Context: an optimization exercise on an open-source flow, tuned for small area. The choices shown serve that exercise and are no tape-out recipe.
In this exercise RTL edits were held to simulation tests only and were not proved equivalent to the original.
Power is estimated from default activity; no workload was simulated. The clock port is modelled as an ideal driver; clocking choices that lean on that would not hold on a real chip.

Setup of run A:
// sort_write_path
module sort_write_path #(
  parameter int OUT_DEPTH_LOG       = 4,
  parameter int WRITE_REQ_THRESHOLD = 4
) (
  input  wire                           CLK,
  input  wire                           RST,
  input  wire                           i_valid,
  input  wire  [sort_pkg::REC_W-1:0]    i_record,
  input  wire                           i_deq,
  output logic [sort_pkg::WORD_W-1:0]   o_data,
  output logic                          o_empty,
  output logic                          o_full,
  output logic                          o_write_req
);
Settings: LEC_CHECK=0, CAP_MARGIN=20, CORE_MARGIN=2, CORE_UTILIZATION=40, SLEW_MARGIN=20; clock period 6.5 ns.
run.sh (not shown) runs the stock make flow with config.mk's settings and CLKGATE_MAP_FILE= SYNTH_SCRIPT=/design/flow/synth_recipe.tcl, a recipe that flattens the netlist after the stock synthesis.
Run A finished end to end and its layout was clean on timing, DRC and antenna.
### run A -> run B
==> flow/flow/run.sh (new file) <==
#!/bin/bash
# The standard layout (standard.sh: the standard flow's synthesis and ORFS steps, unchanged), with two
# arguments changed: the port buffers are the smallest buffer cell, and clock tree synthesis
# inserts no dummy loads. The full make output goes to flow_make.log in the work folder; each
# ORFS step also keeps its own log under orfs/logs/.
set -euo pipefail
CTS="-sink_clustering_enable -repair_clock_nets -sink_clustering_size 28 -sink_clustering_max_diameter 70 -buf_list sky130_fd_sc_hd__clkbuf_16 -dont_use_dummy_load"
bash standard.sh "CTS_ARGS=$CTS" "BUFFER_PORTS_ARGS=-buffer_cell sky130_fd_sc_hd__buf_1" finish > flow_make.log 2>&1
==> flow/standard.sh (new file) <==
#!/bin/bash
# synth_recipe.tcl (not shown) runs the flow's synth.tcl, then flattens the netlist and writes it again
# the make line also repeats each setting of config.mk as NAME=value (left out here)
make -C /OpenROAD-flow-scripts/flow DESIGN_CONFIG=/design/flow/config.mk WORK_HOME=/design/flow/orfs CLKGATE_MAP_FILE= SYNTH_SCRIPT=/design/flow/synth_recipe.tcl "${@:-finish}"
-- flow/config.mk --
<<< run A, line 9
export CORE_MARGIN = 2
export CORE_UTILIZATION = 40
export SLEW_MARGIN = 20
>>> run B, line 9
export CORE_MARGIN = 2
export CORE_UTILIZATION = 40
export CTS_BUF_LIST = sky130_fd_sc_hd__clkbuf_16
export CTS_CLUSTER_DIAMETER = 70
export CTS_CLUSTER_SIZE = 28
export SLEW_MARGIN = 20
removed: flow/run.sh
Notes after the runs:
- Run B finished every step from synthesis to the final layout, and the layout passed the timing, DRC and antenna checks.
- For run A, the capturing element of the worst setup path was o_data[155], unlike run B, where it was o_data[255].
- Run B against run A: final hold slack has increased; max-capacitance violation count has remained practically unchanged; number of vias after detailed routing has decreased; final cell count has decreased; total iterations of the first detailed-routing run has decreased.
- Run A → run B: routing usage on met1 roughly the same, power after layout decreased about 18%, portion of total power attributed to the clock network went down by 12 points, final area moved down.
- In run B, final critical-path required period is lower than in run A.
- Run B leaves more setup margin than run A.
Modified inputs, run C compared to run B
==> flow/run.sh (new file) <==
#!/bin/bash
# synth_recipe.tcl (not shown) runs the flow's synth.tcl, then flattens the netlist and writes it again
# the make line also repeats each setting of config.mk as NAME=value (left out here)
make -C /OpenROAD-flow-scripts/flow DESIGN_CONFIG=/design/flow/config.mk WORK_HOME=/design/flow/orfs CLKGATE_MAP_FILE= SYNTH_SCRIPT=/design/flow/synth_recipe.tcl finish
==> flow/config.mk <==
export PLATFORM = sky130hd
export DESIGN_NAME = sort_write_path
export DESIGN_NICKNAME = sort_write_path
export VERILOG_FILES = /design/flow/design.v
export SDC_FILE = /design/flow/constraint.sdc
export NUM_CORES = 4
export LEC_CHECK = 0
export CAP_MARGIN = 5
export CORE_MARGIN = 2
export CORE_UTILIZATION = 40
export CTS_BUF_LIST = sky130_fd_sc_hd__clkbuf_16
export CTS_CLUSTER_DIAMETER = 80
export CTS_CLUSTER_SIZE = 32
export SLEW_MARGIN = 5
removed: flow/flow/run.sh
removed: flow/standard.sh
==> run notes <==
- Every stage of the flow completed for run C, and the final layout passed the timing, DRC and antenna checks.
- Run C: share of the clock period used by the worst path after layout higher than run B
- The routed wire length on run B is in line with that on run C.
- Leakage power summed over all cells: run B and run C compared, higher one is run C
- Going from run B to run C, sequential share of layout area lower; maximum single-stage delay on the critical path about even; clock skew went down.
- On maximum operating frequency, run B beats run C.
### run C -> run D
==> flow/config.mk <==
export PLATFORM = sky130hd
export DESIGN_NAME = sort_write_path
export DESIGN_NICKNAME = sort_write_path
export VERILOG_FILES = /design/flow/design.v
export SDC_FILE = /design/flow/constraint.sdc
export NUM_CORES = 4
export LEC_CHECK = 0
export CAP_MARGIN = 20
export CORE_MARGIN = 2
export CORE_UTILIZATION = 40
export CTS_BUF_LIST = sky130_fd_sc_hd__clkbuf_8
export CTS_CLUSTER_DIAMETER = 50
export CTS_CLUSTER_SIZE = 18
export SLEW_MARGIN = 20
[summary]
- Relative to run C, cell area has increased by 2.0% in run D.
- Relative to run C, run D degrades internal power component.
- Run D vs. run C: setup slack now sits lower; aggregate routed wire length went up.
- Of run C and run D, the higher final hold slack belongs to run C.
- The top routing layer in use comes out met4 in one run and met5 in the other, namely in run D and run C respectively.
- Cmp run D vs run C: power higher in run D
- In run D, the routed length on met3 came out 5.9% above the value in run C.

---

try-violet:
Another version of the RTL of sort_write_path (not shown whole).
Size in the first run: about 7,600 cells after synthesis, ~4,700 flip-flops, about 330 I/O pins.
Settings: LEC_CHECK=0, CAP_MARGIN=20, CORE_MARGIN=2, CORE_UTILIZATION=50, CTS_BUF_LIST=sky130_fd_sc_hd__clkbuf_16, CTS_CLUSTER_DIAMETER=70, CTS_CLUSTER_SIZE=28, SLEW_MARGIN=20, SYNTH_HIERARCHICAL=1, SYNTH_MINIMUM_KEEP_SIZE=0; clock period 6.5 ns.
standard.sh (not shown) runs the stock make flow with config.mk's settings and CLKGATE_MAP_FILE= SYNTH_SCRIPT=/design/flow/synth_recipe.tcl, a recipe that flattens the netlist after the stock synthesis.
==> flow/flow/run.sh <==
#!/bin/bash
# The standard layout (standard.sh: the standard flow's synthesis and ORFS steps, unchanged), with two
# arguments changed: the port buffers are the smallest buffer cell, and clock tree synthesis
# inserts no dummy loads. The full make output goes to flow_make.log in the work folder; each
# ORFS step also keeps its own log under orfs/logs/.
set -euo pipefail
CTS="-sink_clustering_enable -repair_clock_nets -sink_clustering_size 28 -sink_clustering_max_diameter 70 -buf_list sky130_fd_sc_hd__clkbuf_16 -dont_use_dummy_load"
bash standard.sh "CTS_ARGS=$CTS" "BUFFER_PORTS_ARGS=-buffer_cell sky130_fd_sc_hd__buf_1" finish > flow_make.log 2>&1
try-violet reached the final stage; the timing, DRC and antenna checks on its layout passed.
Setup changes, try-violet to try-ember
- CORE_UTILIZATION now 60, was 50
Findings:
Diff try-ember and try-violet: max-slew headroom at the worst pin lower in try-violet
Relative to try-violet, the signed area change from the synthesized netlist to the final layout of try-ember is lower by 0.69 points.
Compared try-ember against try-violet; setup violation total in the final timing report within noise.

---

Setup of indigo:
Starting RTL as in the previous note.
Settings: LEC_CHECK=0, CAP_MARGIN=20, CORE_MARGIN=2, CORE_UTILIZATION=40, CTS_BUF_LIST=sky130_fd_sc_hd__clkbuf_16, CTS_CLUSTER_DIAMETER=70, CTS_CLUSTER_SIZE=28, SLEW_MARGIN=20, SYNTH_HIERARCHICAL=1, SYNTH_MINIMUM_KEEP_SIZE=0; clock period 6.5 ns.
Scripts as last shown in full above: flow/flow/run.sh
Changes in quartz relative to indigo:
Settings: CTS_CLUSTER_DIAMETER: 70 -> 80; CTS_CLUSTER_SIZE: 28 -> 32; CAP_MARGIN: 20 -> 10; SLEW_MARGIN: 20 -> 10.
diff --git a/flow/flow/run.sh b/flow/flow/run.sh
--- a/flow/flow/run.sh
+++ b/flow/flow/run.sh
@@ -5,4 +5,4 @@
 # ORFS step also keeps its own log under orfs/logs/.
 set -euo pipefail
-CTS="-sink_clustering_enable -repair_clock_nets -sink_clustering_size 28 -sink_clustering_max_diameter 70 -buf_list sky130_fd_sc_hd__clkbuf_16 -dont_use_dummy_load"
+CTS="-sink_clustering_enable -repair_clock_nets -sink_clustering_size 32 -sink_clustering_max_diameter 80 -buf_list sky130_fd_sc_hd__clkbuf_16 -dont_use_dummy_load"
 bash standard.sh "CTS_ARGS=$CTS" "BUFFER_PORTS_ARGS=-buffer_cell sky130_fd_sc_hd__buf_1" finish > flow_make.log 2>&1
[summary]
quartz did not stop at any stage, and its layout met the timing, DRC and antenna checks. Reported for quartz and indigo, gate count after technology mapping turned out identical to the last digit. Worst clock skew in quartz vs indigo: up 0.031 ns. Summary of quartz over indigo: layout buffer count excluding clock buffers fell 8; final worst-path cycle share saw an increase; clock buffer count in the final layout went down; clock latency of the later-clocked register in the worst-skew pair down 0.02 ns. quartz -> indigo: area of the core delta 0, exact match.

static timing again, ports no longer ideal:
The flow's constraints put no driver on any port. The routed layouts listed below were extracted and timed again, unchanged, in two steps.
Step 1, drivers: a clkbuf_16 drives CLK and a buf_2 each remaining input, both assumed.
Step 2, shift: input delay + t, output delay - t, t = (earliest + latest rising clock arrival at the registers) / 2. This alone moves slack from input paths to output paths.
Three values: no drivers, after step 1, after step 2; two values: the first two.
run | t (ns) | slack for setup (ns) | latest minus earliest clock arrival (ns) | pins driven straight from the clock port
run A | 1.078 | 1.033 / 0.926 / 1.689 | 0.054 / 0.054 | 1
run B | 1.061 | 1.214 / 1.098 / 1.731 | 0.132 / 0.133 | 1
run C | 1.054 | 1.022 / 0.911 / 1.649 | 0.084 / 0.084 | 1
run D | 1.248 | 0.853 / 0.746 / 1.655 | 0.099 / 0.099 | 1
try-violet | 1.000 | 1.318 / 1.230 / 1.932 | 0.109 / 0.110 | 1
try-ember | 1.018 | 1.418 / 1.311 / 1.995 | 0.066 / 0.066 | 1
indigo | 1.023 | 1.583 / 1.475 / 2.306 | 0.114 / 0.115 | 1
quartz | 1.003 | 1.534 / 1.429 / 2.239 | 0.114 / 0.114 | 1
After both steps every run listed still meets setup and hold.
